Background: an optimization exercise with open tools, aiming at small area, a short achievable clock period and few clock cycles per item. Do not read the settings as production practice. In this exercise RTL edits were held to simulation tests only and were not proved equivalent to the original. Power is estimated from default activity; no workload was simulated.

**flow/design.v**
```verilog
`default_nettype none
package wda_pkg;
  localparam int NUM_AP_DEF = 8;
  localparam int WINDOW_DEF = 8;
  localparam int VALUE_W = 32;
  localparam int FILL_W  = 4;
  localparam int REQ_W = 1 + 3 + 3 * (VALUE_W + 1) + 1;
  localparam int RSP_W = 3 * VALUE_W + FILL_W;
  localparam int NUM_EST   = 3;
  localparam int EST_IFFT  = 0;
  localparam int EST_PHASE = 1;
  localparam int EST_RTT   = 2;
  typedef enum logic {
    CMD_STORE = 1'b0,
    CMD_QUERY = 1'b1
  } cmd_t;
  typedef enum logic [2:0] {
    ST_CLEAR,
    ST_IDLE,
    ST_WALK,
    ST_PREP,
    ST_DIV,
    ST_DONE
  } state_t;
  typedef struct packed {
    cmd_t                       command;
    logic [2:0]                 ap_index;
    logic signed [VALUE_W-1:0]  ifft_value;
    logic                       ifft_valid;
    logic signed [VALUE_W-1:0]  phase_value;
    logic                       phase_valid;
    logic signed [VALUE_W-1:0]  rtt_value;
    logic                       rtt_valid;
    logic                       end_of_report;
  } req_t;
  typedef struct packed {
    logic signed [VALUE_W-1:0]  ifft_average;
    logic signed [VALUE_W-1:0]  phase_average;
    logic signed [VALUE_W-1:0]  rtt_average;
    logic [FILL_W-1:0]          fill_count;
  } rsp_t;
  typedef struct packed {
    logic                       valid;
    logic signed [VALUE_W-1:0]  value;
  } est_t;
  typedef est_t [NUM_EST-1:0] entry_t;
endpackage
`default_nettype wire
`default_nettype none
import wda_pkg::*;
module windowed_distance_averager_top #(
  parameter int NUM_AP = wda_pkg::NUM_AP_DEF,
  parameter int WINDOW = wda_pkg::WINDOW_DEF
) (
  input  logic                       clk,
  input  logic                       rst,
  input  logic                       req_valid,
  output logic                       req_stall,
  input  logic [wda_pkg::REQ_W-1:0]  req,
  output logic                       rsp_valid,
  input  logic                       rsp_stall,
  output logic [wda_pkg::RSP_W-1:0]  rsp
);
  localparam int NP    = 8;                
  localparam int NW    = 8;                
  localparam int VW    = wda_pkg::VALUE_W;
  localparam int SW    = VW + 3;           
  localparam int CW    = 4;                
  localparam int NSTEP = SW;               
  localparam int EW    = 3 * VW;           
  localparam int ND = 3;
  localparam int B1 = 8;
  localparam int B2 = 18;
  localparam int B3 = 28;
  logic adv;             
  logic sk_v;            
  logic hz;              
  logic go;              
  logic stall_q;         
  logic sk_v_nx;
  logic hz_nx;
  assign adv       = !sk_v;
  assign go        = adv && !hz;
  assign req_stall = stall_q;
  logic          r1_v;           
  logic          r1_q;           
  logic [NP-1:0] r1_sel;         
  logic [NP-1:0] r1_st;          
  logic          r1_rot;         
  logic [VW-1:0] nval [3];
  logic          nvld [3];
  always_ff @(posedge clk) begin
    if (rst) begin
      r1_v   <= 1'b0;
      r1_st  <= '0;
      r1_rot <= 1'b0;
    end else if (go) begin
      r1_v   <= req_valid;
      r1_rot <= req_valid && !req[103] && req[0];
      for (int p = 0; p < NP; p++) r1_st[p] <= req_valid && !req[103] && (req[102:100] == 3'(p));
    end
    if (go) begin
      r1_q <= req[103];
      for (int p = 0; p < NP; p++) r1_sel[p] <= (req[102:100] == 3'(p));
      nval[0] <= req[99:68];
      nvld[0] <= req[67];
      nval[1] <= req[66:35];
      nvld[1] <= req[34];
      nval[2] <= req[33:2];
      nvld[2] <= req[1];
    end
  end
  logic [NP*NW*EW-1:0] rv;
  logic [NP*NW*3-1:0]  rf;
  logic [NP*3*SW-1:0]  ssum;
  logic [NP*3*CW-1:0]  scnt;
  logic [NP-1:0]       snz;        
  logic [CW-1:0]       fill;
  logic          rot;        
  logic [NP-1:0] wr;         
  assign rot = r1_rot && go;
  always_comb begin
    for (int p = 0; p < NP; p++) wr[p] = r1_st[p] && go;
  end
  logic [VW-1:0] oval [3];
  logic          ovld [3];
  logic [SW-1:0] osum [3];
  logic [CW-1:0] ocnt [3];
  always_comb begin
    for (int j = 0; j < 3; j++) begin
      oval[j] = '0;
      ovld[j] = 1'b0;
      osum[j] = '0;
      ocnt[j] = '0;
      for (int p = 0; p < NP; p++) begin
        oval[j] = oval[j] | ({VW{r1_sel[p]}} & rv[p*NW*EW + j*VW +: VW]);
        ovld[j] = ovld[j] | (r1_sel[p] & rf[p*NW*3 + j]);
        osum[j] = osum[j] | ({SW{r1_sel[p] & snz[p]}} & ssum[(p*3 + j)*SW +: SW]);
        ocnt[j] = ocnt[j] | ({CW{r1_sel[p] & snz[p]}} & scnt[(p*3 + j)*CW +: CW]);
      end
    end
  end
  logic          full;
  logic [CW-1:0] fill_nx;
  assign full    = fill[3];
  assign fill_nx = (rot && !full) ? fill + CW'(1) : fill;
  always_ff @(posedge clk) begin
    for (int p = 0; p < NP; p++) begin
      for (int i = 0; i < NW; i++) begin
        if (i == 0) begin
          if (rot) begin
            rv[(p*NW + 0)*EW +: EW] <= rv[(p*NW + NW-1)*EW +: EW];
            rf[(p*NW + 0)*3 +: 3]   <= rf[(p*NW + NW-1)*3 +: 3];
          end else if (wr[p]) begin
            rv[(p*NW + 0)*EW +: EW] <= {nval[2], nval[1], nval[0]};
            rf[(p*NW + 0)*3 +: 3]   <= {nvld[2], nvld[1], nvld[0]};
          end
        end else if (i == 1) begin
          if (rot) begin
            if (r1_st[p]) begin
              rv[(p*NW + 1)*EW +: EW] <= {nval[2], nval[1], nval[0]};
              rf[(p*NW + 1)*3 +: 3]   <= {nvld[2], nvld[1], nvld[0]};
            end else begin
              rv[(p*NW + 1)*EW +: EW] <= rv[(p*NW + 0)*EW +: EW];
              rf[(p*NW + 1)*3 +: 3]   <= rf[(p*NW + 0)*3 +: 3];
            end
          end
        end else begin
          if (rot) begin
            rv[(p*NW + i)*EW +: EW] <= rv[(p*NW + i-1)*EW +: EW];
            rf[(p*NW + i)*3 +: 3]   <= rf[(p*NW + i-1)*3 +: 3];
          end
        end
      end
    end
    if (rot) fill <= fill_nx;
    if (rst) begin
      rf   <= '0;
      fill <= '0;
    end
  end
  logic          sub  [3];
  logic          add  [3];
  logic [SW-1:0] opa  [3];
  logic [SW-1:0] opb  [3];
  always_comb begin
    for (int j = 0; j < 3; j++) begin
      sub[j] = ovld[j] && (!r1_q || !full);
      add[j] = nvld[j] && !r1_q;
      opa[j] = add[j] ? {{(SW-VW){nval[j][VW-1]}}, nval[j]} : SW'(0);
      opb[j] = sub[j] ? ~{{(SW-VW){oval[j][VW-1]}}, oval[j]} : {SW{1'b1}};
    end
  end
  logic          a_v;
  logic          a_q;
  logic          a_st;           
  logic [NP-1:0] a_sel;
  logic [CW-1:0] a_f;
  logic [SW-1:0] a_s  [3];       
  logic [SW-1:0] a_c  [3];       
  logic [CW-1:0] a_n  [3];       
  always_ff @(posedge clk) begin
    if (rst) begin
      a_v  <= 1'b0;
      a_st <= 1'b0;
    end else if (adv) begin
      a_v  <= r1_v && !hz;
      a_st <= |r1_st && !hz;
    end
    if (adv) begin
      a_q   <= r1_q;
      a_sel <= r1_sel;
      a_f   <= fill_nx;
      for (int j = 0; j < 3; j++) begin
        a_s[j] <= osum[j] ^ opa[j] ^ opb[j];
        a_c[j] <= (osum[j] & opa[j]) | (osum[j] & opb[j]) | (opa[j] & opb[j]);
        a_n[j] <= ocnt[j] - CW'(sub[j]) + CW'(add[j]);
      end
    end
  end
  function automatic logic [SW-1:0] fast_add(input logic [SW-1:0] x, input logic [SW-1:0] y);
    logic [SW-1:0] g, p, gg, pp, gn, pn;
    g  = x & y;
    p  = x ^ y;
    gg = g;
    pp = p;
    for (int l = 0; (1 << l) < SW; l++) begin
      gn = gg;
      pn = pp;
      for (int i = 0; i < SW; i++) begin
        if ((i >> l) & 1) begin
          gn[i] = gg[i] | (pp[i] & gg[((i >> l) << l) - 1]);
          pn[i] = pp[i] & pp[((i >> l) << l) - 1];
        end
      end
      gg = gn;
      pp = pn;
    end
    fast_add = p ^ {gg[SW-2:0], 1'b0};
  endfunction
  logic          q2_v;
  logic          q2_q;
  logic [CW-1:0] q2_f;
  logic [SW-1:0] q2_t [3];
  logic [CW-1:0] q2_c [3];
  logic [SW-1:0] tsum [3];
  always_comb begin
    for (int j = 0; j < 3; j++) tsum[j] = fast_add(a_s[j], {a_c[j][SW-2:0], 1'b1});
  end
  always_ff @(posedge clk) begin
    for (int p = 0; p < NP; p++) begin
      for (int j = 0; j < 3; j++) begin
        if (a_st && a_sel[p] && adv) begin
          ssum[(p*3 + j)*SW +: SW] <= tsum[j];
          scnt[(p*3 + j)*CW +: CW] <= a_n[j];
        end
      end
    end
  end
  always_ff @(posedge clk) begin
    if (rst) snz <= '0;
    else if (a_st && adv) snz <= snz | a_sel;
  end
  always_ff @(posedge clk) begin
    if (rst) q2_v <= 1'b0;
    else if (adv) q2_v <= a_v;
    if (adv) begin
      q2_q <= a_q;
      q2_f <= a_f;
      for (int j = 0; j < 3; j++) begin
        q2_t[j] <= tsum[j];
        q2_c[j] <= a_n[j];
      end
    end
  end
  logic [SW-1:0] wx [ND+1][3];
  logic [2:0]    w3 [ND+1][3];
  logic [4:0]    w5 [ND+1][3];
  logic [6:0]    w7 [ND+1][3];
  logic [3:0]    ws [ND+1][3];
  logic          wn [ND+1][3];
  logic          wl [ND+1][3];
  logic          wz [ND+1][3];
  logic          dv [ND+1];
  logic          dq [ND+1];
  logic [CW-1:0] df [ND+1];
  logic [SW-1:0] m0 [3];
  always_comb begin
    dv[0] = q2_v;
    dq[0] = q2_q;
    df[0] = q2_f;
    for (int j = 0; j < 3; j++) begin
      wn[0][j] = q2_t[j][SW-1];
      m0[j]    = q2_t[j] ^ {SW{q2_t[j][SW-1]}};
      wz[0][j] = (q2_c[j] == 4'd0);
      w3[0][j] = 3'b001;
      w5[0][j] = 5'b00001;
      w7[0][j] = 7'b0000001;
      case (q2_c[j])
        4'd2: begin wx[0][j] = m0[j] >> 1; ws[0][j] = 4'b0001; wl[0][j] = m0[j][0];         end
        4'd3: begin wx[0][j] = m0[j];      ws[0][j] = 4'b0010; wl[0][j] = 1'b1;             end
        4'd4: begin wx[0][j] = m0[j] >> 2; ws[0][j] = 4'b0001; wl[0][j] = &m0[j][1:0];      end
        4'd5: begin wx[0][j] = m0[j];      ws[0][j] = 4'b0100; wl[0][j] = 1'b1;             end
        4'd6: begin wx[0][j] = m0[j] >> 1; ws[0][j] = 4'b0010; wl[0][j] = m0[j][0];         end
        4'd7: begin wx[0][j] = m0[j];      ws[0][j] = 4'b1000; wl[0][j] = 1'b1;             end
        4'd8: begin wx[0][j] = m0[j] >> 3; ws[0][j] = 4'b0001; wl[0][j] = &m0[j][2:0];      end
        default: begin wx[0][j] = m0[j];   ws[0][j] = 4'b0001; wl[0][j] = 1'b1;             end
      endcase
    end
  end
  function automatic int step_lo(input int d);
    step_lo = (d == 0) ? 0 : (d == 1) ? B1 : (d == 2) ? B2 : B3;
  endfunction
  function automatic int step_hi(input int d);
    step_hi = (d == 0) ? B1 : (d == 1) ? B2 : (d == 2) ? B3 : NSTEP;
  endfunction
  logic [SW-1:0] ex [ND+1][3];
  logic [2:0]    e3 [ND+1][3];
  logic [4:0]    e5 [ND+1][3];
  logic [6:0]    e7 [ND+1][3];
  logic          b, q3, q5, q7;
  logic [2:0]    t3;
  logic [4:0]    t5;
  logic [6:0]    t7;
  always_comb begin
    b  = 1'b0;
    q3 = 1'b0;
    q5 = 1'b0;
    q7 = 1'b0;
    t3 = '0;
    t5 = '0;
    t7 = '0;
    for (int d = 0; d <= ND; d++) begin
      for (int j = 0; j < 3; j++) begin
        ex[d][j] = wx[d][j];
        e3[d][j] = w3[d][j];
        e5[d][j] = w5[d][j];
        e7[d][j] = w7[d][j];
        for (int k = step_lo(d); k < step_hi(d); k++) begin
          b  = ex[d][j][SW-1];
          q3 = e3[d][j][2] | (b & e3[d][j][1]);
          q5 = e5[d][j][4] | e5[d][j][3] | (b & e5[d][j][2]);
          q7 = e7[d][j][6] | e7[d][j][5] | e7[d][j][4] | (b & e7[d][j][3]);
          for (int v = 0; v < 3; v++)
            t3[v] = b ? e3[d][j][((v + 2) * 2) % 3] : e3[d][j][(v * 2) % 3];
          for (int v = 0; v < 5; v++)
            t5[v] = b ? e5[d][j][((v + 4) * 3) % 5] : e5[d][j][(v * 3) % 5];
          for (int v = 0; v < 7; v++)
            t7[v] = b ? e7[d][j][((v + 6) * 4) % 7] : e7[d][j][(v * 4) % 7];
          e3[d][j] = t3;
          e5[d][j] = t5;
          e7[d][j] = t7;
          ex[d][j] = {ex[d][j][SW-2:0],
                      (ws[d][j][0] & b) | (ws[d][j][1] & q3) | (ws[d][j][2] & q5) | (ws[d][j][3] & q7)};
        end
      end
    end
  end
  genvar gd;
  generate
    for (gd = 1; gd <= ND; gd++) begin : g_div
      always_ff @(posedge clk) begin
        if (rst) dv[gd] <= 1'b0;
        else if (adv) dv[gd] <= dv[gd-1];
        if (adv) begin
          dq[gd] <= dq[gd-1];
          df[gd] <= df[gd-1];
          for (int j = 0; j < 3; j++) begin
            wx[gd][j] <= ex[gd-1][j];
            w3[gd][j] <= e3[gd-1][j];
            w5[gd][j] <= e5[gd-1][j];
            w7[gd][j] <= e7[gd-1][j];
            ws[gd][j] <= ws[gd-1][j];
            wn[gd][j] <= wn[gd-1][j];
            wl[gd][j] <= wl[gd-1][j];
            wz[gd][j] <= wz[gd-1][j];
          end
        end
      end
    end
  endgenerate
  logic [VW-1:0]             qv  [3];
  logic                      hit [3];
  logic [VW-1:0]             avg [3];
  logic [wda_pkg::RSP_W-1:0] fin;
  always_comb begin
    for (int j = 0; j < 3; j++) begin
      qv[j]  = ex[ND][j][VW-1:0];
      hit[j] = wl[ND][j] & (ws[ND][j][0] | (ws[ND][j][1] & e3[ND][j][2]) |
                           (ws[ND][j][2] & e5[ND][j][4]) | (ws[ND][j][3] & e7[ND][j][6]));
      if (!dq[ND] || wz[ND][j]) avg[j] = '0;
      else if (!wn[ND][j]) avg[j] = qv[j];
      else if (hit[j]) avg[j] = ~qv[j];
      else avg[j] = ~qv[j] + VW'(1);
    end
    fin = {avg[0], avg[1], avg[2], df[ND]};
  end
  logic                      take;
  logic [wda_pkg::RSP_W-1:0] sk;
  assign take = rsp_valid && !rsp_stall;
  always_comb begin
    if (sk_v) sk_v_nx = !take;
    else sk_v_nx = dv[ND] && rsp_valid && !take;
    if (!adv) hz_nx = hz;
    else hz_nx = go && req_valid && |r1_st && (r1_sel[req[102:100]]);
  end
  always_ff @(posedge clk) begin
    if (rst) begin
      rsp_valid <= 1'b0;
      sk_v      <= 1'b0;
      hz        <= 1'b0;
      stall_q   <= 1'b0;
    end else begin
      sk_v    <= sk_v_nx;
      hz      <= hz_nx;
      stall_q <= sk_v_nx || hz_nx;
      if (sk_v) begin
        rsp_valid <= 1'b1;
      end else if (dv[ND]) begin
        rsp_valid <= 1'b1;
      end else if (take) begin
        rsp_valid <= 1'b0;
      end
    end
    if (sk_v) begin
      if (take) rsp <= sk;
    end else if (dv[ND]) begin
      if (rsp_valid && !take) sk <= fin;
      else rsp <= fin;
    end
  end
endmodule
`default_nettype wire
```
**flow/run.sh**
```bash
#!/bin/bash
# synth_recipe.tcl (not shown) runs the flow's synth.tcl, then flattens the netlist and writes it again
# the make line also repeats each setting of config.mk as NAME=value (left out here)
make -C /OpenROAD-flow-scripts/flow DESIGN_CONFIG=/design/flow/config.mk WORK_HOME=/design/flow/orfs CLKGATE_MAP_FILE= SYNTH_SCRIPT=/design/flow/synth_recipe.tcl finish
```
**flow/config.mk**
```make
export PLATFORM = sky130hd
export DESIGN_NAME = windowed_distance_averager_top
export DESIGN_NICKNAME = windowed_distance_averager_top
export VERILOG_FILES = /design/flow/design.v
export SDC_FILE = /design/flow/constraint.sdc
export NUM_CORES = 4
export LEC_CHECK = 0
export ABC_AREA = 1
export CAP_MARGIN = 35
export CORE_MARGIN = 2
export CORE_UTILIZATION = 45
export CTS_CLUSTER_DIAMETER = 60
export CTS_CLUSTER_SIZE = 30
export SETUP_SLACK_MARGIN = 4.2
export SLEW_MARGIN = 35
export SYNTH_MEMORY_MAX_BITS = 16384
```
**flow/constraint.sdc**
```tcl
create_clock -name core_clock -period 8.0 [get_ports {clk}]
set_input_delay 1.6000 -clock core_clock [delete_from_list [all_inputs] [get_ports {clk}]]
set_output_delay 1.6000 -clock core_clock [all_outputs]
set_load 0.01 [all_outputs]
```
==> results of run 1 <==
-- state kept, by name, summed over array words and instances (netlist names), 12 cells and up --
register	flops
rv	6144
ssum	840
wx	288
rf	192
a_s	105
q2_t	105
a_c	102
rsp	100
sk	100
nval	96
scnt	96
w7	63
w5	45
ws	36
w3	27
a_n	12
df	12
q2_c	12
-- cells in the mapped netlist, types with 124 or more instances --
library cell,instances
dfxtp_1,224
edfxtp_1,8243
clkbuf_1,671
ha_1,124
nand2_1,6088
nand3_1,1288
o21ai_0,1490
nand4_1,279
buf_1,140
inv_1,909
a221oi_1,279
nor2_1,756
a21oi_1,325
-- worst max-delay path, cell delays in order, from the launching register on --
cell and delay [ps]:
edfxtp_1 470, buf_4 180, clkbuf_16 270, nand2_1 170
bufinv_8 320, buf_16 330, nand2_1 140, nand3_1 80
a221oi_1 250, nand4_1 470, fa_1 600
-- where the power goes --
| group | internal, W | switching [W] | total (W) |
|---|---|---|---|
| logic | 0.00718 | 0.0163 | 0.0235 |
| registers | 0.0521 | 0.00280 | 0.0549 |
| clock network | 0.0144 | 0.0163 | 0.0307 |
-- metrics by stage --
stage          setup slack (ps)  power (W)  cells  hold WS [ps]
6_report                   4240      0.109  32200           367
5_1_grt                    4130      0.114  32200           362
4_1_cts                    4160      0.108  32100           365
3_5_place_dp               3400     0.0777  31100           405
3_3_place_gp               2960     0.0773  31000           400
2_1_floorplan             -8890     0.0710  22200           400
-- area by class of cell --
class / count / area share (%)
sequential: 8467 / 71.4
multi-input combinational: 11900 / 16.9
clock buffer: 559 / 3.83
tap: 9300 / 3.30
timing repair buffer: 597 / 1.85
clock inverter: 400 / 1.57
inverter: 957 / 1.11
antenna: 30 / 0.0213
timing repair inverter: 3 / 0.00815
-- cells in the final DEF, fill, tap and decap left out, types with 64 or more instances in the layout --
| cell type | n |
|---|---|
| o21ai_0 | 1445 |
| buf_4 | 246 |
| inv_6 | 78 |
| inv_8 | 64 |
| o21ai_1 | 132 |
| nand2_2 | 65 |
| ha_1 | 121 |
| o221ai_1 | 71 |
| inv_1 | 879 |
| clkbuf_16 | 542 |
| clkinv_8 | 71 |
| a31oi_1 | 68 |
| nand3_2 | 132 |
| nand4_1 | 279 |
| nand3_1 | 1159 |
| fa_1 | 120 |
| nor2_1 | 741 |
| dfxtp_1 | 218 |
| edfxtp_1 | 8243 |
| a221oi_1 | 278 |
| a22o_1 | 120 |
| xor2_1 | 78 |
| clkdlybuf4s50_1 | 203 |
| nand2_1 | 6030 |
| a21oi_1 | 306 |
| xnor2_1 | 70 |
-- repair_timing --
| action | CTS | global route |
|---|---|---|
| hold buffers | 0 | 0 |
| resized for setup | 95 | 364 |
| setup buffers | 30 | 76 |
| endpoints found under the setup margin | 5751 | 1750 |
| gates cloned | 6 | 15 |
| pin swaps | 6 | 51 |
-- per-layer routing --
| metal | part of all wire [%] | vias up | track usage, % |
|---|---|---|---|
| met3 | 8.0 | 1040 | 2.82 |
| met4 | 2.8 | 14 | 5.52 |
| li1 | - | 80600 | - |
| met1 | 45 | 89900 | 32.5 |
| met5 | 0.011 | - | 0 |
| met2 | 45 | 7049 | 32.4 |
-- kinds of logic (layout without fill, tap and decap cells) --
| group | Yosys count | after routing | share of synthesized area, % |
|---|---|---|---|
| adders and majority gates | 247 | 247 | 1.27 |
| and+or+nand+nor | 8613 | 8618 | 11.1 |
| other | 0 | 30 | 0 |
| AOI/OAI and AO/OA | 2786 | 2787 | 5.27 |
| DFF | 8467 | 8467 | 79.5 |
| xor gates and xnor gates | 205 | 205 | 0.566 |
| muxes | 15 | 15 | 0.0473 |
| buffers and inverters | 1873 | 2516 | 2.29 |
-- final timing paths --
check        cells after the start  slack, ps              endpoint
min                              0        370    rv[5854]$_DFFE_PP_
max                             10       4240  a_s[1][20]$_DFFE_PN_
max reg2reg                     10       4240  a_s[1][20]$_DFFE_PN_
min reg2reg                      0        370    rv[5854]$_DFFE_PP_
==> metrics.yaml, run 1 <==
status: "no timing/DRC/antenna violations"
placed_area_um2: 330000
gp_routability_congestion: 0.871
rows: 308
timing.fmax_mhz: 266
r2r-start: "r1_sel[1]$_DFFE_PP_"
synth-edff-count: 8243
synth.yosys.seq_area_share_pct: 79.5
crit_required_ps: 8860
ys_ff_latch: 8467
overflow: 0
port_buffers: 209
syn_area_um2: 317000
grt_pass1_wl_um: 1130000
drtIter0Drc: 24700
cts.clk_slew.worst_paths_ps: 110
routedWlPerCell_um: 24.5
ioPinCount: 210
ant_nets: 0
nNetsFinal: 22800
layout-drive-gt1-share_pct: 7.89
max_slew_margin_pct: 27.2
vias_per_cell: 5.55
route.detailed.drc: 0
end_kind: "flip-flop"
ys_warn_count: 36
min_from: "rv[5758]$_DFFE_PP_"
slew_violations: 0
fin_tns_setup_ps: 0
skew_ps: 65.8
dr.pass1.iters: 8
final_cell_area_um2: 353000
period_share_pct: 47.0
htreeDepth: 6
hold_viol: 0
yosys-top-cells-area: "edfxtp_1 78%, nand2_1 7.2%, o21ai_0 2.4%, nand3_1 2.0%, dfxtp_1 1.4%"
grt_max_degree: 196
fin_crit_ps: 3760
area_delta_synth_final_pct: 11.3
cts_tree: "done"
numClockSinks: 8467
rsz0062_at_grt: "true"
core_area_um2: 703000
dieArea_um2: 712000
ys_async_sr_fraction_pct: 0
syn-num-nets: 22600
start_util_pct: 45.1
ff_latch_area_um2: 252000
power.density_nw_per_um2: 309
path_max_fanout: 73
grt.total_usage_pct: 21.2
worst_pin_slew_ps: 1090
final_util_pct: 50.2
syn_inst: 22200
num_vias: 179000
critPathLaunch: "r1_sel[1]$_DFFE_PP_"
peakVddDrop_uv: 237
postSynthAreaPerCell_um2: 14.3
setup_viol: 0
timing_worst_setup_path_type: "flip-flop to flip-flop"
multiInputGateArea_um2: 59800
grt_pass1_vias: 164000
crit_arrival_ps: 4630
worstSetupStartpointType: "flip-flop"
dieHeight_um: 844
antenna_found_initial: 62
clockBufferDepth: 4
dp_hpwl_um: 474000
cts_inserted_buffers: 524
max-cap-violations: 0
netlist.area_leader.share_pct: 78.0
die_w_um: 844
fillCellCount: 58600
cts_root_buf: "clkbuf_16"
ys_types: 66
dominantRegCellSynth: "edfxtp_1"
min_path_type: "flip-flop to flip-flop"
routed_wirelength_um: 790000
leakagePower_nw: 124
yosysTopAreaCell: "edfxtp_1"
insertion_delay_ps: 1120
Testbench counts, summed over its fixed seeds: cycles 3,939, items 3,781.
==> run 2: changes to the inputs <==
==> flow/flow/run.sh (new file) <==
#!/bin/bash
# The standard layout (the standard.sh: standard synthesis and every ORFS step), with one
# change: the input and output port buffers are buf_4 cells instead of the buffer that
# buffer_ports picks by default (a slow delay buffer). Every port still gets its buffer.
# The whole make output goes to standard.log here; ORFS keeps each step's own log under orfs/logs.
set -euo pipefail
bash standard.sh "BUFFER_PORTS_ARGS=-buffer_cell sky130_fd_sc_hd__buf_4" finish > standard.log 2>&1
==> flow/standard.sh (new file) <==
#!/bin/bash
# synth_recipe.tcl (not shown) runs the flow's synth.tcl, then flattens the netlist and writes it again
# the make line also repeats each setting of config.mk as NAME=value (left out here)
make -C /OpenROAD-flow-scripts/flow DESIGN_CONFIG=/design/flow/config.mk WORK_HOME=/design/flow/orfs CLKGATE_MAP_FILE= SYNTH_SCRIPT=/design/flow/synth_recipe.tcl "${@:-finish}"
--- a/flow/config.mk
+++ b/flow/config.mk
@@ -11,6 +11,6 @@
 export CORE_UTILIZATION = 45
 export CTS_CLUSTER_DIAMETER = 60
 export CTS_CLUSTER_SIZE = 30
-export SETUP_SLACK_MARGIN = 4.2
+export SETUP_SLACK_MARGIN = 4.6
 export SLEW_MARGIN = 35
 export SYNTH_MEMORY_MAX_BITS = 16384
removed: flow/run.sh
==> run 2 against run 1 <==
Net effect:
- still clean
- combinational power increased by 12%
- sequential cell count stayed put
- worst hold slack gained 3.5 ps
- global-route usage grew 0.13 points
- die area unchanged
- critical path depth rose by 17
- highest routed layer unchanged
==> metrics.yaml, run 2 <==
final_common_cell: "edfxtp_1"
routed_wirelength_um: 797000  # +0.95%
dp_cells: 31100  # -0.026%
cts_tree: "done"
dieHeight_um: 844  # unchanged
syn_area_um2: 317000  # unchanged
die_w_um: 844  # unchanged
numClockSinks: 8467  # unchanged
skew_ps: 96.7  # +30.9 ps
grt_pass1_wl_um: 1130000  # +0.60%
fin_tns_setup_ps: 0  # unchanged
ff_latch_area_um2: 252000  # unchanged
antenna_found_initial: 57  # -8.1%
power.density_nw_per_um2: 312  # +0.99%
gp_routability_congestion: 0.876  # +0.49%
grt_pass1_vias: 165000  # +0.38%
cts.clk_slew.worst_paths_ps: 100  # about the same
gr-max-usage-layer: "met2"
path_max_fanout: 8  # -89%
ctsHoldBuffers: 0  # unchanged
worst_pin_slew_ps: 1000  # -88.8 ps
routedWlPerCell_um: 24.6  # +0.34%
synthTopCellsByCount: "8243 x edfxtp_1, 6088 x nand2_1, 1490 x o21ai_0, 1288 x nand3_1, 909 x inv_1"
overflow: 0  # unchanged
fillCellCount: 58400  # -0.30%
peakVddDrop_uv: 261  # +10%
period_share_pct: 45.1  # -1.9 points
setup_viol: 0  # unchanged
rsz0062_at_grt: "true"
yosys-top-cells-area: "edfxtp_1 78%, nand2_1 7.2%, o21ai_0 2.4%, nand3_1 2.0%, dfxtp_1 1.4%"
htreeDepth: 6  # unchanged
worst_slack_ps: 4390  # +152 ps
fin_crit_ps: 3610  # -152 ps
yosysTopAreaCell: "edfxtp_1"
ant_nets: 0  # unchanged
grt_max_degree: 207  # +5.6%
timing_worst_setup_path_type: "flip-flop to flip-flop"
ioPinCount: 210  # unchanged
min_path_type: "flip-flop to flip-flop"
instances_no_fill: 32400  # +0.60%
dp_hpwl_um: 470000  # -0.72%
max-cap-violations: 0  # unchanged
cts_inserted_buffers: 528  # +0.76%
clockBufferDepth: 4  # unchanged
met2_usage_pct: 32.8  # +0.39 points
reg_top3: "rv (6144), ssum (840), wx (288)"
finalPower_w: 0.112  # +2.6%
timing.fmax_mhz: 277  # +4.2%
final_util_pct: 51.0  # +0.78 points
worstSetupStartpointType: "flip-flop"
multiInputGateArea_um2: 63100  # +5.6%
crit_arrival_ps: 4580  # -50 ps
dominantRegCellSynth: "edfxtp_1"
status: "no timing/DRC/antenna violations"
insertion_delay_ps: 1160  # +40 ps
postSynthAreaPerCell_um2: 14.3  # unchanged
layout-drive-gt1-share_pct: 12.1  # +4.2 points
largest_register_ffs: 6144  # unchanged
ys_types: 66  # unchanged
start_util_pct: 45.1  # unchanged
slew_violations: 0  # unchanged
grt.total_usage_pct: 21.4  # +0.13 points
leakagePower_nw: 126  # +2.0%
area_delta_synth_final_pct: 13.1
switching_share_pct: 33.1  # +0.67 points
synth.most_common_cell: "edfxtp_1"
p_int_w: 0.0748  # +1.5%
rows: 308  # unchanged
route.detailed.drc: 0  # unchanged
vias_per_cell: 5.57  # +0.33%
power_frac_clock_pct: 27.4  # -0.7 points
dieArea_um2: 712000  # unchanged
switchingPower_w: 0.0370  # +4.7%
use_met3_pct: 2.64  # -0.18 points
ys_ff_latch: 8467  # unchanged
num_vias: 180000  # +0.94%
grt_util_met1_pct: 32.7  # +0.18 points
largest-register: "rv"
port_buffers: 209  # unchanged
pre_cts_ws_ps: 2970  # -425 ps
p_comb_share_pct: 23.5  # +2.0 points
ys_warn_count: 36  # unchanged
syn-num-nets: 22600  # unchanged
cts_root_buf: "clkbuf_16"
synth.yosys.seq_area_share_pct: 79.5  # unchanged
end_kind: "flip-flop"
drtIter0Drc: 23300  # -5.8%
pwr-share-seq_pct: 49.1  # -1.2 points
dr.pass1.iters: 12  # +4
nNetsFinal: 23000  # +0.89%
syn_inst: 22200  # unchanged
synth-edff-count: 8243  # unchanged
hold_viol: 0  # unchanged
mostFrequentLayoutCells: "8243 x edfxtp_1, 5867 x nand2_1, 1321 x o21ai_0, 950 x nand3_1, 845 x inv_1"
max_slew_margin_pct: 33.1  # +5.9 points
ys_async_sr_fraction_pct: 0  # unchanged
crit_required_ps: 8970  # +110 ps
netlist.area_leader.share_pct: 78.0  # unchanged
core_area_um2: 703000  # unchanged
## run 2: cell counts after synthesis
No cell type changed its count.
## run 2: power by group through the flow
stage	Clock, W	Combinational (W)	Sequential, W
global placement	0	0.0212	0.0560
detailed placement	0	0.0215	0.0561
global route	0.0328	0.0293	0.0551
floorplan	0	0.0169	0.0541
finish	0.0307	0.0263	0.0549
CTS	0.0314	0.0230	0.0548
## run 2: per-stage QoR
step	instance area (µm²)	hold slack (ps)
finish	359000	371
global route	359000	378
CTS	353000	368
detailed placement	330000	405
global placement	330000	400
floorplan	317000	400
## run 2: final timing paths
path / startpoint / to / slack [ps] / cells after the start
max: wx[9][34]$_DFFE_PN_ / rsp[78]$_DFFE_PP_ / 4390 / 27
min: rv[5792]$_DFFE_PP_ / rv[5888]$_DFFE_PP_ / 370 / 0
max reg2reg: wx[9][34]$_DFFE_PN_ / rsp[78]$_DFFE_PP_ / 4390 / 27
min reg2reg: rv[5792]$_DFFE_PP_ / rv[5888]$_DFFE_PP_ / 370 / 0
## run 2: timing repair
action                     4_1_cts  5_1_grt
pin swaps                       62      225
cloned                          26       29
setup endpoints to repair     8514     3247
gates resized for setup        471     1047
setup buffers                  113      166
## run 2: logic make-up (layout without fill, tap and decap cells)
| logic type | after synthesis | in the layout | share of synthesized area, % |
|---|---|---|---|
| and+or+nand+nor | 8613 | 8622 | 11.1 |
| AOI/OAI and AO/OA | 2786 | 2787 | 5.27 |
| xor gates and xnor gates | 205 | 207 | 0.566 |
| buffers and inverters | 1873 | 2721 | 2.29 |
| DFF | 8467 | 8467 | 79.5 |
| adders and majority gates | 247 | 247 | 1.27 |
| other | 0 | 12 | 0 |
| muxes | 15 | 15 | 0.0473 |
## run 2: final cells by class
class / instances / area share [%]
Timing Repair Buffer: 786 / 2.36
Sequential cell: 8467 / 70.3
Clock inverter: 415 / 1.53
Inverter: 957 / 1.16
Antenna cell: 12 / 0.00837
Timing Repair inverter: 7 / 0.0174
Multi-Input combinational cell: 11900 / 17.6
Clock buffer: 556 / 3.78
Tap cell: 9300 / 3.25
## run 2: worst max-delay path, cell delays in order, from the launching register on
cell      delay, ps
edfxtp_1        490
buf_6           220
inv_16           80
nand2_4          80
nand3_2         100
nand3_2         130
nand3_2         100
nand2_2         100
nand2_1         100
nand3_2         120
nand2_1          70
nor2_2           80
nand2_1          60
nand2_2          90
nand2_2          80
nor2_4          110
ha_4            150
nand4_1          90
buf_6           150
nor3_4          130
buf_4           170
buf_16          110
nand3_1          90
nand3_1         110
nand2_1          70
a21oi_2         200
nand2_1          90
nand2_1         100
## run 2: layer usage
layer  up-vias  part of all wire, %
li1      81100                    -
met1     90900                   44
met2      7184                   45
met3      1063                  7.5
met4        16                  3.0
met5         -                0.013
==> run 3: changes to the inputs <==
--- a/flow/design.v
+++ b/flow/design.v
@@ -71,17 +71,14 @@
   localparam int ND = 3;
   localparam int B1 = 8;
   localparam int B2 = 18;
-  localparam int B3 = 28;
+  localparam int B3 = 29;
   logic adv;             
   logic sk_v;            
-  logic hz;              
   logic go;              
-  logic stall_q;         
   logic sk_v_nx;
-  logic hz_nx;
   assign adv       = !sk_v;
-  assign go        = adv && !hz;
-  assign req_stall = stall_q;
+  assign go        = adv;
+  assign req_stall = sk_v;
   logic          r1_v;           
   logic          r1_q;           
   logic [NP-1:0] r1_sel;         
@@ -102,11 +99,11 @@
     if (go) begin
       r1_q <= req[103];
       for (int p = 0; p < NP; p++) r1_sel[p] <= (req[102:100] == 3'(p));
-      nval[0] <= req[99:68];
+      nval[0] <= (req[67] && !req[103]) ? req[99:68] : VW'(0);
       nvld[0] <= req[67];
-      nval[1] <= req[66:35];
+      nval[1] <= (req[34] && !req[103]) ? req[66:35] : VW'(0);
       nvld[1] <= req[34];
-      nval[2] <= req[33:2];
+      nval[2] <= (req[1] && !req[103]) ? req[33:2] : VW'(0);
       nvld[2] <= req[1];
     end
   end
@@ -179,18 +176,26 @@
       fill <= '0;
     end
   end
-  logic          sub  [3];
-  logic          add  [3];
-  logic [SW-1:0] opa  [3];
-  logic [SW-1:0] opb  [3];
-  always_comb begin
-    for (int j = 0; j < 3; j++) begin
-      sub[j] = ovld[j] && (!r1_q || !full);
-      add[j] = nvld[j] && !r1_q;
-      opa[j] = add[j] ? {{(SW-VW){nval[j][VW-1]}}, nval[j]} : SW'(0);
-      opb[j] = sub[j] ? ~{{(SW-VW){oval[j][VW-1]}}, oval[j]} : {SW{1'b1}};
+  function automatic logic [SW-1:0] fast_add(input logic [SW-1:0] x, input logic [SW-1:0] y);
+    logic [SW-1:0] g, p, gg, pp, gn, pn;
+    g  = x & y;
+    p  = x ^ y;
+    gg = g;
+    pp = p;
+    for (int l = 0; (1 << l) < SW; l++) begin
+      gn = gg;
+      pn = pp;
+      for (int i = 0; i < SW; i++) begin
+        if ((i >> l) & 1) begin
+          gn[i] = gg[i] | (pp[i] & gg[((i >> l) << l) - 1]);
+          pn[i] = pp[i] & pp[((i >> l) << l) - 1];
+        end
+      end
+      gg = gn;
+      pp = pn;
     end
-  end
+    fast_add = p ^ {gg[SW-2:0], 1'b0};
+  endfunction
   logic          a_v;
   logic          a_q;
   logic          a_st;           
@@ -198,46 +203,60 @@
   logic [CW-1:0] a_f;
   logic [SW-1:0] a_s  [3];       
   logic [SW-1:0] a_c  [3];       
+  logic [CW-1:0] a_x  [3];       
+  logic          a_ad [3];       
+  logic          a_sb [3];       
   logic [CW-1:0] a_n  [3];       
+  logic          fwd;
+  logic [SW-1:0] f_s  [3];
+  logic [SW-1:0] f_c  [3];
+  logic [SW-1:0] opy  [3];
+  logic          sub  [3];
+  logic          add  [3];
+  logic [SW-1:0] opa  [3];
+  logic [SW-1:0] opb  [3];
+  logic [SW-1:0] opc  [3];
+  logic [SW-1:0] xsum [3];
+  logic [CW-1:0] xcnt [3];
+  always_ff @(posedge clk) begin
+    if (rst) fwd <= 1'b0;
+    else if (go) fwd <= |r1_st && r1_sel[req[102:100]];
+  end
+  always_comb begin
+    for (int j = 0; j < 3; j++) begin
+      sub[j]  = ovld[j] && (!r1_q || !full);
+      add[j]  = nvld[j] && !r1_q;
+      opa[j]  = {{(SW-VW){nval[j][VW-1]}}, nval[j]};
+      opb[j]  = sub[j] ? ~{{(SW-VW){oval[j][VW-1]}}, oval[j]} : {SW{1'b1}};
+      f_s[j]  = a_s[j] ^ {a_c[j][SW-2:0], 1'b1} ^ opa[j];
+      f_c[j]  = (a_s[j] & {a_c[j][SW-2:0], 1'b1}) | (a_s[j] & opa[j]) |
+                ({a_c[j][SW-2:0], 1'b1} & opa[j]);
+      opc[j]  = fwd ? {f_c[j][SW-2:0], 1'b0} : opa[j];
+      xsum[j] = fwd ? f_s[j] : osum[j];
+      xcnt[j] = fwd ? a_n[j] : ocnt[j];
+    end
+  end
   always_ff @(posedge clk) begin
     if (rst) begin
       a_v  <= 1'b0;
       a_st <= 1'b0;
     end else if (adv) begin
-      a_v  <= r1_v && !hz;
-      a_st <= |r1_st && !hz;
+      a_v  <= r1_v;
+      a_st <= |r1_st;
     end
     if (adv) begin
       a_q   <= r1_q;
       a_sel <= r1_sel;
       a_f   <= fill_nx;
       for (int j = 0; j < 3; j++) begin
-        a_s[j] <= osum[j] ^ opa[j] ^ opb[j];
-        a_c[j] <= (osum[j] & opa[j]) | (osum[j] & opb[j]) | (opa[j] & opb[j]);
-        a_n[j] <= ocnt[j] - CW'(sub[j]) + CW'(add[j]);
+        a_s[j] <= xsum[j] ^ opc[j] ^ opb[j];
+        a_c[j] <= (xsum[j] & opc[j]) | (xsum[j] & opb[j]) | (opc[j] & opb[j]);
+        a_x[j]  <= xcnt[j];
+        a_ad[j] <= add[j];
+        a_sb[j] <= sub[j];
       end
     end
   end
-  function automatic logic [SW-1:0] fast_add(input logic [SW-1:0] x, input logic [SW-1:0] y);
-    logic [SW-1:0] g, p, gg, pp, gn, pn;
-    g  = x & y;
-    p  = x ^ y;
-    gg = g;
-    pp = p;
-    for (int l = 0; (1 << l) < SW; l++) begin
-      gn = gg;
-      pn = pp;
-      for (int i = 0; i < SW; i++) begin
-        if ((i >> l) & 1) begin
-          gn[i] = gg[i] | (pp[i] & gg[((i >> l) << l) - 1]);
-          pn[i] = pp[i] & pp[((i >> l) << l) - 1];
-        end
-      end
-      gg = gn;
-      pp = pn;
-    end
-    fast_add = p ^ {gg[SW-2:0], 1'b0};
-  endfunction
   logic          q2_v;
   logic          q2_q;
   logic [CW-1:0] q2_f;
@@ -245,7 +264,10 @@
   logic [CW-1:0] q2_c [3];
   logic [SW-1:0] tsum [3];
   always_comb begin
-    for (int j = 0; j < 3; j++) tsum[j] = fast_add(a_s[j], {a_c[j][SW-2:0], 1'b1});
+    for (int j = 0; j < 3; j++) begin
+      tsum[j] = fast_add(a_s[j], {a_c[j][SW-2:0], 1'b1});
+      a_n[j]  = a_x[j] - CW'(a_sb[j]) + CW'(a_ad[j]);
+    end
   end
   always_ff @(posedge clk) begin
     for (int p = 0; p < NP; p++) begin
@@ -401,19 +423,13 @@
   always_comb begin
     if (sk_v) sk_v_nx = !take;
     else sk_v_nx = dv[ND] && rsp_valid && !take;
-    if (!adv) hz_nx = hz;
-    else hz_nx = go && req_valid && |r1_st && (r1_sel[req[102:100]]);
   end
   always_ff @(posedge clk) begin
     if (rst) begin
       rsp_valid <= 1'b0;
       sk_v      <= 1'b0;
-      hz        <= 1'b0;
-      stall_q   <= 1'b0;
     end else begin
       sk_v    <= sk_v_nx;
-      hz      <= hz_nx;
-      stall_q <= sk_v_nx || hz_nx;
       if (sk_v) begin
         rsp_valid <= 1'b1;
       end else if (dv[ND]) begin
==> run 3 against run 2 <==
Net effect:
- via count is 3.2% higher
- still clean on timing, DRC and antenna
- die area is 1.9% higher
- synthesized cell count is 5.1% higher
- design area is 0.58% higher
- power is 2.5% lower
- clock skew is 24 ps higher
- combinational power is 3% lower
- sequential power hardly changed
- largest power group unchanged
- routed wire length is 3.2% higher
- critical endpoint is now fwd$_SDFFE_PP0N_
- fmax is 3.7% higher
- area after synthesis is 1.9% higher
==> metrics.yaml, run 3 <==
hold_end: "rv[5696]$_DFFE_PP_"
synthTopCellsByCount: "8249 x edfxtp_1, 6343 x nand2_1, 1698 x nand3_1, 1480 x o21ai_0, 1231 x inv_1"
dp_hpwl_um: 483000  # +2.6%
end_kind: "flip-flop"
slowest_stage: "buf_6"
reg2regPathDepth: 9  # -67%
grt_pass1_vias: 169000  # +2.6%
hold_viol: 0  # unchanged
max_stage_delay_ps: 550  # +60 ps
cts.clk_slew.worst_paths_ps: 100  # about the same
core_area_um2: 716000  # +1.9%
path_max_fanout: 44  # +36
status: "no timing/DRC/antenna violations"
synth_xor_area_share_pct: 0.545  # -0.021 points
ctsHoldBuffers: 0  # unchanged
nNetsFinal: 24100  # +4.8%
overflow: 0  # unchanged
crit_arrival_ps: 4470  # -110 ps
r2r-start: "r1_st[4]$_SDFFE_PP0N_"
setup_viol: 0  # unchanged
dr.pass1.iters: 10  # -2
route.detailed.drc: 0  # unchanged
clockBufferDepth: 4  # unchanged
synth-compound-area-share_pct: 4.83  # -0.45 points
largest_register_ffs: 6144  # unchanged
gp_routability_congestion: 0.871  # -0.57%
ys_ff_latch: 8472  # +0.059%
postSynthAreaPerCell_um2: 13.8  # -3.1%
cpMostUsedCell: "a21oi_1"
synth.most_common_cell: "edfxtp_1"
crit_required_ps: 8990  # +20 ps
die_w_um: 851  # +0.94%
num_vias: 186000  # +3.2%
vias_per_cell: 5.54  # -0.50%
ys_types: 64  # -3.0%
grt_max_degree: 198  # -4.3%
syn_inst: 23300  # +5.1%
start_util_pct: 45.1  # about the same
layout-drive-gt1-share_pct: 9.75  # -2.4 points
antenna_found_initial: 56  # -1.8%
grt.total_usage_pct: 21.6  # +0.22 points
min_path_type: "flip-flop to flip-flop"
port_buffers: 209  # unchanged
fin_crit_ps: 3480  # -129 ps
yosysTopAreaCell: "edfxtp_1"
multiInputGateArea_um2: 65800  # +4.2%
timing_worst_setup_path_type: "flip-flop to flip-flop"
rows: 311  # +0.97%
syn-num-nets: 23800  # +5.5%
numClockSinks: 8472  # +0.059%
yosys-top-cells-area: "edfxtp_1 77%, nand2_1 7.4%, nand3_1 2.6%, o21ai_0 2.3%, inv_1 1.4%"
worstHoldPathCells: 0  # unchanged
dieArea_um2: 725000  # +1.9%
slew_violations: 0  # unchanged
mostFrequentLayoutCells: "8249 x edfxtp_1, 6176 x nand2_1, 1494 x nand3_1, 1403 x o21ai_0, 1166 x inv_1"
crit_family: "buffers and inverters"
ioPinCount: 210  # unchanged
path_cells: "buf_4 > inv_12 > buf_8 > buf_6 > nand4_1 > o21ai_0 > a21oi_1 > o31ai_1 > a21oi_1"
area_delta_synth_final_pct: 11.6
final_common_cell: "edfxtp_1"
largest-register: "rv"
cts_root_buf: "clkbuf_16"
syn_area_um2: 323000  # +1.9%
holdWs_ps: 348  # -22.6 ps
worst_pin_slew_ps: 1010  # +2.36 ps
synthAdderAreaFrac_pct: 1.87  # +0.60 points
r2r_end: "fwd$_SDFFE_PP0N_"
fillCellCount: 59700  # +2.1%
min_from: "rv[5600]$_DFFE_PP_"
max-cap-violations: 0  # unchanged
ys_async_sr_fraction_pct: 0  # unchanged
ff2ff_setup_slack_ps: 4520  # +130 ps
rsz0062_at_grt: "true"
fin_tns_setup_ps: 0  # unchanged
insertion_delay_ps: 1180  # +20 ps
leakagePower_nw: 130  # +3.2%
synth_top_family_by_area: "simple AND/OR/NAND/NOR gates"
synth-edff-count: 8249  # +0.073%
ff_latch_area_um2: 252000  # about the same
timing.fmax_mhz: 287  # +3.7%
ant_nets: 0  # unchanged
max_slew_margin_pct: 32.9  # -0.16 points
cts_tree: "done"
ys_warn_count: 44  # +22%
synth.yosys.seq_area_share_pct: 78.0  # -1.4 points
cts_inserted_buffers: 469  # -11%
htreeDepth: 5  # -1
dieHeight_um: 851  # +0.94%
routedWlPerCell_um: 24.5  # -0.54%
drtIter0Drc: 24600  # +5.8%
skew_ps: 121  # +24.3 ps
netlist.area_leader.share_pct: 76.6  # -1.4 points
synth-simple-area-share_pct: 12.0  # +0.94 points
muxShareOfSynthArea_pct: 0.0310  # -0.016 points
finalPower_w: 0.109  # -2.5%
period_share_pct: 43.5  # -1.6 points
dominantRegCellSynth: "edfxtp_1"
routed_wirelength_um: 823000  # +3.2%
peakVddDrop_uv: 216  # -17%
worstSetupStartpointType: "flip-flop"
grt_pass1_wl_um: 1170000  # +2.7%
power.density_nw_per_um2: 302  # -3.0%
worst-path-buf-inv: 4  # -1
reg_top3: "rv (6144), ssum (840), wx (288)"
==> run 3: what timing repair did <==
item	CTS	global route
endpoints found under the setup margin	5407	1983
buffers inserted	95	158
endpoints found under the hold margin	0	0
pin swaps	54	165
gates resized for setup	340	659
gates cloned	26	25
==> run 3: logic make-up (layout without fill, tap and decap cells) <==
kind of cell               Yosys count  after routing
other                                0             19
and+or+nand+nor                   9462           9465
DFF                               8472           8472
muxes                               10             10
xor gates and xnor gates           201            203
AOI/OAI and AO/OA                 2607           2608
buffers and inverters             2244           2917
adders and majority gates          349            349
==> run 3: through the flow <==
stage / instances / worst slack [ps] / util (%) / area [µm²]
2_1_floorplan: 23300 / -6290 / - / 323000
3_3_place_gp: 32400 / 3470 / 46.9 / 336000
3_5_place_dp: 32400 / 3510 / 46.9 / 336000
4_1_cts: 33400 / 4440 / 49.7 / 356000
5_1_grt: 33600 / 4490 / 50.3 / 361000
6_report: 33600 / 4520 / 50.3 / 361000
==> run 3: cell type report <==
type,count,share of cell area (%)
multi-input cells,12600,18.2
well taps,9546,3.31
repair buffers,745,2.23
flip-flops and latches,8472,69.9
diodes,19,0.0132
clock buffers,499,3.32
inverters,1284,1.47
clock inverters,380,1.47
repair inverters,9,0.0173
==> run 3: power by group <==
group	internal (W)	switching, W	leakage (nW)
combinational	0.00823	0.0173	43.1
sequential	0.0521	0.00268	78.6
clock	0.0126	0.0162	8.31
==> run 3: worst max-delay path by stage <==
stage | start | slack [ps] | cells past startpoint | to
2_1_floorplan | sk_v$_SDFF_PP0_ | -6290 | 4 | rv[1000]$_DFFE_PP_
3_3_place_gp | a_s[1][0]$_DFFE_PN_ | 3470 | 17 | q2_t[1][33]$_DFFE_PN_
3_5_place_dp | a_s[1][0]$_DFFE_PN_ | 3510 | 17 | q2_t[1][33]$_DFFE_PN_
4_1_cts | sk_v$_SDFF_PP0_ | 4440 | 1 | req_stall
5_1_grt | wx[5][34]$_DFFE_PN_ | 4490 | 19 | wx[8][0]$_DFFE_PN_
6_report | r1_st[4]$_SDFFE_PP0N_ | 4520 | 9 | fwd$_SDFFE_PP0N_
==> run 3: layer usage <==
metal / global-route usage, % / vias up / part of all wire [%]
met5: 0 / - / 0.016
met3: 2.85 / 1211 / 7.9
met4: 6.11 / 20 / 3.5
met1: 33.0 / 93300 / 44
met2: 32.8 / 7570 / 44
li1: - / 84000 / -
Testbench counts of run 3, summed over its fixed seeds: cycles 3,837, items 3,781.
==> run 4: changes to the inputs <==
--- a/flow/design.v
+++ b/flow/design.v
@@ -76,7 +76,8 @@
   logic sk_v;            
   logic go;              
   logic sk_v_nx;
-  assign adv       = !sk_v;
+  logic adv_q;
+  assign adv       = adv_q;
   assign go        = adv;
   assign req_stall = sk_v;
   logic          r1_v;           
@@ -84,6 +85,8 @@
   logic [NP-1:0] r1_sel;         
   logic [NP-1:0] r1_st;          
   logic          r1_rot;         
+  logic          r1_isst;        
+  logic [2:0]    r1_ap;          
   logic [VW-1:0] nval [3];
   logic          nvld [3];
   always_ff @(posedge clk) begin
@@ -91,13 +94,16 @@
       r1_v   <= 1'b0;
       r1_st  <= '0;
       r1_rot <= 1'b0;
+      r1_isst <= 1'b0;
     end else if (go) begin
       r1_v   <= req_valid;
       r1_rot <= req_valid && !req[103] && req[0];
+      r1_isst <= req_valid && !req[103];
       for (int p = 0; p < NP; p++) r1_st[p] <= req_valid && !req[103] && (req[102:100] == 3'(p));
     end
     if (go) begin
       r1_q <= req[103];
+      r1_ap <= req[102:100];
       for (int p = 0; p < NP; p++) r1_sel[p] <= (req[102:100] == 3'(p));
       nval[0] <= (req[67] && !req[103]) ? req[99:68] : VW'(0);
       nvld[0] <= req[67];
@@ -110,7 +116,6 @@
   logic [NP*NW*EW-1:0] rv;
   logic [NP*NW*3-1:0]  rf;
   logic [NP*3*SW-1:0]  ssum;
-  logic [NP*3*CW-1:0]  scnt;
   logic [NP-1:0]       snz;        
   logic [CW-1:0]       fill;
   logic          rot;        
@@ -122,18 +127,19 @@
   logic [VW-1:0] oval [3];
   logic          ovld [3];
   logic [SW-1:0] osum [3];
-  logic [CW-1:0] ocnt [3];
+  logic [NW-1:1] ovlr [3];       
   always_comb begin
     for (int j = 0; j < 3; j++) begin
       oval[j] = '0;
       ovld[j] = 1'b0;
       osum[j] = '0;
-      ocnt[j] = '0;
+      ovlr[j] = '0;
       for (int p = 0; p < NP; p++) begin
         oval[j] = oval[j] | ({VW{r1_sel[p]}} & rv[p*NW*EW + j*VW +: VW]);
         ovld[j] = ovld[j] | (r1_sel[p] & rf[p*NW*3 + j]);
         osum[j] = osum[j] | ({SW{r1_sel[p] & snz[p]}} & ssum[(p*3 + j)*SW +: SW]);
-        ocnt[j] = ocnt[j] | ({CW{r1_sel[p] & snz[p]}} & scnt[(p*3 + j)*CW +: CW]);
+        for (int i = 1; i < NW; i++)
+          ovlr[j][i] = ovlr[j][i] | (r1_sel[p] & rf[(p*NW + i)*3 + j]);
       end
     end
   end
@@ -203,10 +209,7 @@
   logic [CW-1:0] a_f;
   logic [SW-1:0] a_s  [3];       
   logic [SW-1:0] a_c  [3];       
-  logic [CW-1:0] a_x  [3];       
-  logic          a_ad [3];       
-  logic          a_sb [3];       
-  logic [CW-1:0] a_n  [3];       
+  logic [NW-1:0] a_vb [3];       
   logic          fwd;
   logic [SW-1:0] f_s  [3];
   logic [SW-1:0] f_c  [3];
@@ -217,10 +220,9 @@
   logic [SW-1:0] opb  [3];
   logic [SW-1:0] opc  [3];
   logic [SW-1:0] xsum [3];
-  logic [CW-1:0] xcnt [3];
   always_ff @(posedge clk) begin
     if (rst) fwd <= 1'b0;
-    else if (go) fwd <= |r1_st && r1_sel[req[102:100]];
+    else if (go) fwd <= r1_isst && (r1_ap == req[102:100]);
   end
   always_comb begin
     for (int j = 0; j < 3; j++) begin
@@ -233,7 +235,6 @@
                 ({a_c[j][SW-2:0], 1'b1} & opa[j]);
       opc[j]  = fwd ? {f_c[j][SW-2:0], 1'b0} : opa[j];
       xsum[j] = fwd ? f_s[j] : osum[j];
-      xcnt[j] = fwd ? a_n[j] : ocnt[j];
     end
   end
   always_ff @(posedge clk) begin
@@ -251,9 +252,7 @@
       for (int j = 0; j < 3; j++) begin
         a_s[j] <= xsum[j] ^ opc[j] ^ opb[j];
         a_c[j] <= (xsum[j] & opc[j]) | (xsum[j] & opb[j]) | (opc[j] & opb[j]);
-        a_x[j]  <= xcnt[j];
-        a_ad[j] <= add[j];
-        a_sb[j] <= sub[j];
+        a_vb[j] <= {ovlr[j], ovld[j] && full};
       end
     end
   end
@@ -263,10 +262,12 @@
   logic [SW-1:0] q2_t [3];
   logic [CW-1:0] q2_c [3];
   logic [SW-1:0] tsum [3];
+  logic [CW-1:0] a_n  [3];       
   always_comb begin
     for (int j = 0; j < 3; j++) begin
       tsum[j] = fast_add(a_s[j], {a_c[j][SW-2:0], 1'b1});
-      a_n[j]  = a_x[j] - CW'(a_sb[j]) + CW'(a_ad[j]);
+      a_n[j]  = '0;
+      for (int i = 0; i < NW; i++) a_n[j] = a_n[j] + CW'(a_vb[j][i]);
     end
   end
   always_ff @(posedge clk) begin
@@ -274,7 +275,6 @@
       for (int j = 0; j < 3; j++) begin
         if (a_st && a_sel[p] && adv) begin
           ssum[(p*3 + j)*SW +: SW] <= tsum[j];
-          scnt[(p*3 + j)*CW +: CW] <= a_n[j];
         end
       end
     end
@@ -428,8 +428,10 @@
     if (rst) begin
       rsp_valid <= 1'b0;
       sk_v      <= 1'b0;
+      adv_q     <= 1'b1;
     end else begin
       sk_v    <= sk_v_nx;
+      adv_q   <= !sk_v_nx;
       if (sk_v) begin
         rsp_valid <= 1'b1;
       end else if (dv[ND]) begin
--- a/flow/config.mk
+++ b/flow/config.mk
@@ -8,7 +8,7 @@
 export ABC_AREA = 1
 export CAP_MARGIN = 35
 export CORE_MARGIN = 2
-export CORE_UTILIZATION = 45
+export CORE_UTILIZATION = 52
 export CTS_CLUSTER_DIAMETER = 60
 export CTS_CLUSTER_SIZE = 30
 export SETUP_SLACK_MARGIN = 4.6
==> run 4 against run 3 <==
Net effect:
- first-iteration DRC count decreased by 5.6%
- setup slack gained 7.3 ps
- power up 0.71%
- fmax increased by 0.21%
- area after synthesis decreased by 0.68%
- synthesized cell count decreased by 0.75%
- still clean on timing, DRC and antenna
- cell count decreased by 4.6%
- routed wire length decreased by 3.4%
==> metrics.yaml, run 4 <==
syn_area_um2: 321000  # -0.68%
dieArea_um2: 624000  # -14%
critPathLaunch: "wx[9][34]$_DFFE_PP_"
synth-compound-area-share_pct: 4.95  # +0.12 points
dr.pass1.iters: 7  # -3
largest_register_ffs: 6144  # unchanged
mostFrequentLayoutCells: "8162 x edfxtp_1, 6252 x nand2_1, 1450 x nand3_1, 1362 x o21ai_0, 1067 x inv_1"
grt_max_degree: 196  # -1.0%
cts_root_buf: "clkbuf_16"
numClockSinks: 8387  # -1.0%
hold_end: "rv[2507]$_DFFE_PP_"
path_max_fanout: 7  # -84%
netlist.area_leader.share_pct: 76.4  # -0.29 points
synth.yosys.seq_area_share_pct: 77.8  # -0.27 points
yosys-top-cells-area: "edfxtp_1 76%, nand2_1 7.5%, nand3_1 2.5%, o21ai_0 2.2%, fa_1 1.4%"
rows: 288  # -7.4%
slew_violations: 0  # unchanged
dp_cells: 30800  # -4.9%
hold_viol: 0  # unchanged
gp_routability_congestion: 0.897  # +3.1%
vias_per_cell: 5.75  # +3.8%
ff2ff_setup_slack_ps: 4520  # about the same
holdWs_ps: 390  # +41.7 ps
nNetsFinal: 23900  # -0.56%
start_util_pct: 52.2  # +7.1 points
power.density_nw_per_um2: 308  # +1.7%
synthAdderAreaFrac_pct: 1.92  # +0.057 points
worst_pin_slew_ps: 1110  # +99.7 ps
drtIter0Drc: 23200  # -5.6%
fin_tns_setup_ps: 0  # unchanged
worst-path-buf-inv: 7  # +3
antenna_found_initial: 41  # -27%
overflow: 0  # unchanged
ys_types: 71  # +11%
ioPinCount: 210  # unchanged
synth-simple-area-share_pct: 12.2  # +0.10 points
worstSetupStartpointType: "flip-flop"
instances_no_fill: 32000  # -4.6%
worstHoldPathCells: 0  # unchanged
muxShareOfSynthArea_pct: 0.0468  # +0.016 points
final_cell_area_um2: 357000  # -0.98%
status: "no timing/DRC/antenna violations"
min_path_type: "flip-flop to flip-flop"
syn_inst: 23200  # -0.75%
final_common_cell: "edfxtp_1"
area_delta_synth_final_pct: 11.3
fillCellCount: 47900  # -20%
ctsHoldBuffers: 0  # unchanged
synth-edff-count: 8162  # -1.1%
placed_area_um2: 332000  # -1.3%
cts.clk_slew.worst_paths_ps: 100  # about the same
reg2regPathDepth: 25  # +16
dominantRegCellSynth: "edfxtp_1"
layout-drive-gt1-share_pct: 10.2  # +0.44 points
num_vias: 184000  # -0.96%
synth_xor_area_share_pct: 0.578  # +0.033 points
ys_async_sr_fraction_pct: 0  # unchanged
ff_latch_area_um2: 250000  # -1.0%
crit_arrival_ps: 4440  # -30 ps
skew_ps: 60.3  # -60.7 ps
cts_tree: "done"
ys_ff_latch: 8387  # -1.0%
r2r-start: "wx[9][34]$_DFFE_PP_"
syn-num-nets: 23600  # -0.71%
crit_family: "simple AND/OR/NAND/NOR gates"
grt_pass1_wl_um: 1150000  # -1.6%
routedWlPerCell_um: 24.8  # +1.3%
dp_hpwl_um: 477000  # -1.2%
synthTopCellsByCount: "8162 x edfxtp_1, 6383 x nand2_1, 1614 x nand3_1, 1410 x o21ai_0, 1129 x inv_1"
ys_warn_count: 41  # -6.8%
timing.fmax_mhz: 288  # +0.21%
ant_nets: 0  # unchanged
postSynthAreaPerCell_um2: 13.9  # about the same
die_w_um: 790  # -7.3%
routed_wirelength_um: 795000  # -3.4%
fin_crit_ps: 3480  # -7.29 ps
slowest_stage: "edfxtp_1"
synth_top_family_by_area: "simple AND/OR/NAND/NOR gates"
grt_pass1_vias: 170000  # +0.61%
max-cap-violations: 0  # unchanged
leakagePower_nw: 129  # -1.1%
peakVddDrop_uv: 302  # +40%
period_share_pct: 43.4  # -0.091 points
route.detailed.drc: 0  # unchanged
cts_inserted_buffers: 526  # +12%
port_buffers: 209  # unchanged
grt.total_usage_pct: 24.7  # +3.1 points
max_slew_margin_pct: 26.3  # -6.6 points
synth.most_common_cell: "edfxtp_1"
min_from: "rv[2411]$_DFFE_PP_"
clockBufferDepth: 4  # unchanged
multiInputGateArea_um2: 66200  # +0.65%
core_area_um2: 615000  # -14%
timing_worst_setup_path_type: "flip-flop to flip-flop"
yosysTopAreaCell: "edfxtp_1"
insertion_delay_ps: 1110  # -70 ps
reg_top3: "rv (6144), ssum (840), wx (288)"
r2r_end: "rsp[74]$_DFFE_PP_"
crit_required_ps: 8970  # -20 ps
dieHeight_um: 790  # -7.3%
end_kind: "flip-flop"
max_stage_delay_ps: 520  # -30 ps
rsz0062_at_grt: "true"
largest-register: "rv"
setup_viol: 0  # unchanged
htreeDepth: 6  # +1
## run 4: changes by cell type after synthesis, moves of 61 or more
cell / before / now
nor2_1: 925 / 864
o21ai_0: 1480 / 1410
edfxtp_1: 8249 / 8162
inv_1: 1231 / 1129
nand3_1: 1698 / 1614
o21ai_1: 60 / 142
## run 4: routing by layer
metal	track usage, %	part of all wire, %	vias up
met3	3.38	7.6	1156
met5	0	0.013	-
met2	37.0	44	7060
met4	7.16	3.3	16
li1	-	-	83600
met1	38.2	45	92500
## run 4: cell families (layout without fill, tap and decap cells)
logic type / after synthesis / after routing
other cells: 0 / 9
compound gates: 2626 / 2627
simple gates: 9429 / 9439
fa+ha+maj: 355 / 355
xor+xnor: 211 / 215
flops: 8387 / 8387
buf+inv: 2147 / 2879
mux: 15 / 15
## run 4: final cells by class
type	instances	share of cell area [%]
clock buffer	551	3.77
inverter	1180	1.33
antenna	9	0.00631
multi-input combinational	12700	18.5
tap	8120	2.84
sequential	8387	69.9
timing repair buffer	721	2.01
timing repair inverter	7	0.0119
clock inverter	420	1.59
## run 4: power breakdown
part	switching (W)	internal (W)
Sequential	0.00269	0.0515
Combinational	0.0170	0.00798
Clock	0.0163	0.0145
Total	0.0359	0.0739
## run 4: how the worst max path moves through the flow
stage	endpoint	cells after the start
finish	rsp[74]$_DFFE_PP_	25
global route	rsp[98]$_DFFE_PP_	30
CTS	ssum[346]$_DFFE_PP_	17
detailed placement	ssum[523]$_DFFE_PP_	15
global placement	ssum[208]$_DFFE_PP_	15
floorplan	rv[1000]$_DFFE_PP_	4
## run 4: repair_timing
item	4_1_cts	5_1_grt
gates cloned	12	19
pin swaps	50	158
endpoints found under the setup margin	6452	1391
resized for setup	235	565
setup buffers	74	171
## run 4: per-stage QoR
stage          setup WS, ps  utilization [%]  power (W)
2_1_floorplan        -13980                -     0.0708
3_3_place_gp           3530             53.9     0.0771
3_5_place_dp           3490             53.9     0.0773
4_1_cts                4510             57.4      0.108
5_1_grt                4280             58.1      0.115
6_report               4520             58.1      0.110
Testbench counts of run 4, summed over its fixed seeds: cycles 3,837, items 3,781.

## re-timing with driven ports
In the flow no input, the clock included, has a driving cell. The finished layouts below were timed again as built, in two steps. Step 1 sets driving cells, clkbuf_16 on the clock port and buf_2 on the other inputs (assumed; they add their load-dependent delay and slew). Step 2 adds t to the input delays and takes it off the output delays; t is the mean of the earliest and latest rising clock arrival at the registers after step 1. Input paths then give back, and output paths get back, about the clock's delay inside the block. Three values: ideal ports, drivers, drivers and shift; two values: the first two.
run	shift t [ns]	setup slack, ns	worst setup path at the end	pins driven straight from the clock port
run 1	1.228	4.237 / 4.195 / 3.885	input to register	1
run 2	1.250	4.389 / 4.389 / 4.367	input to register	1
run 3	1.260	4.518 / 4.437 / 3.998	input to register	1
run 4	1.218	4.525 / 4.497 / 3.897	input to register	1
After both steps every run listed still meets setup and hold. For run 4, which loses most, drivers alone change the setup slack by -0.028 ns; drivers and shift together by -0.628 ns.
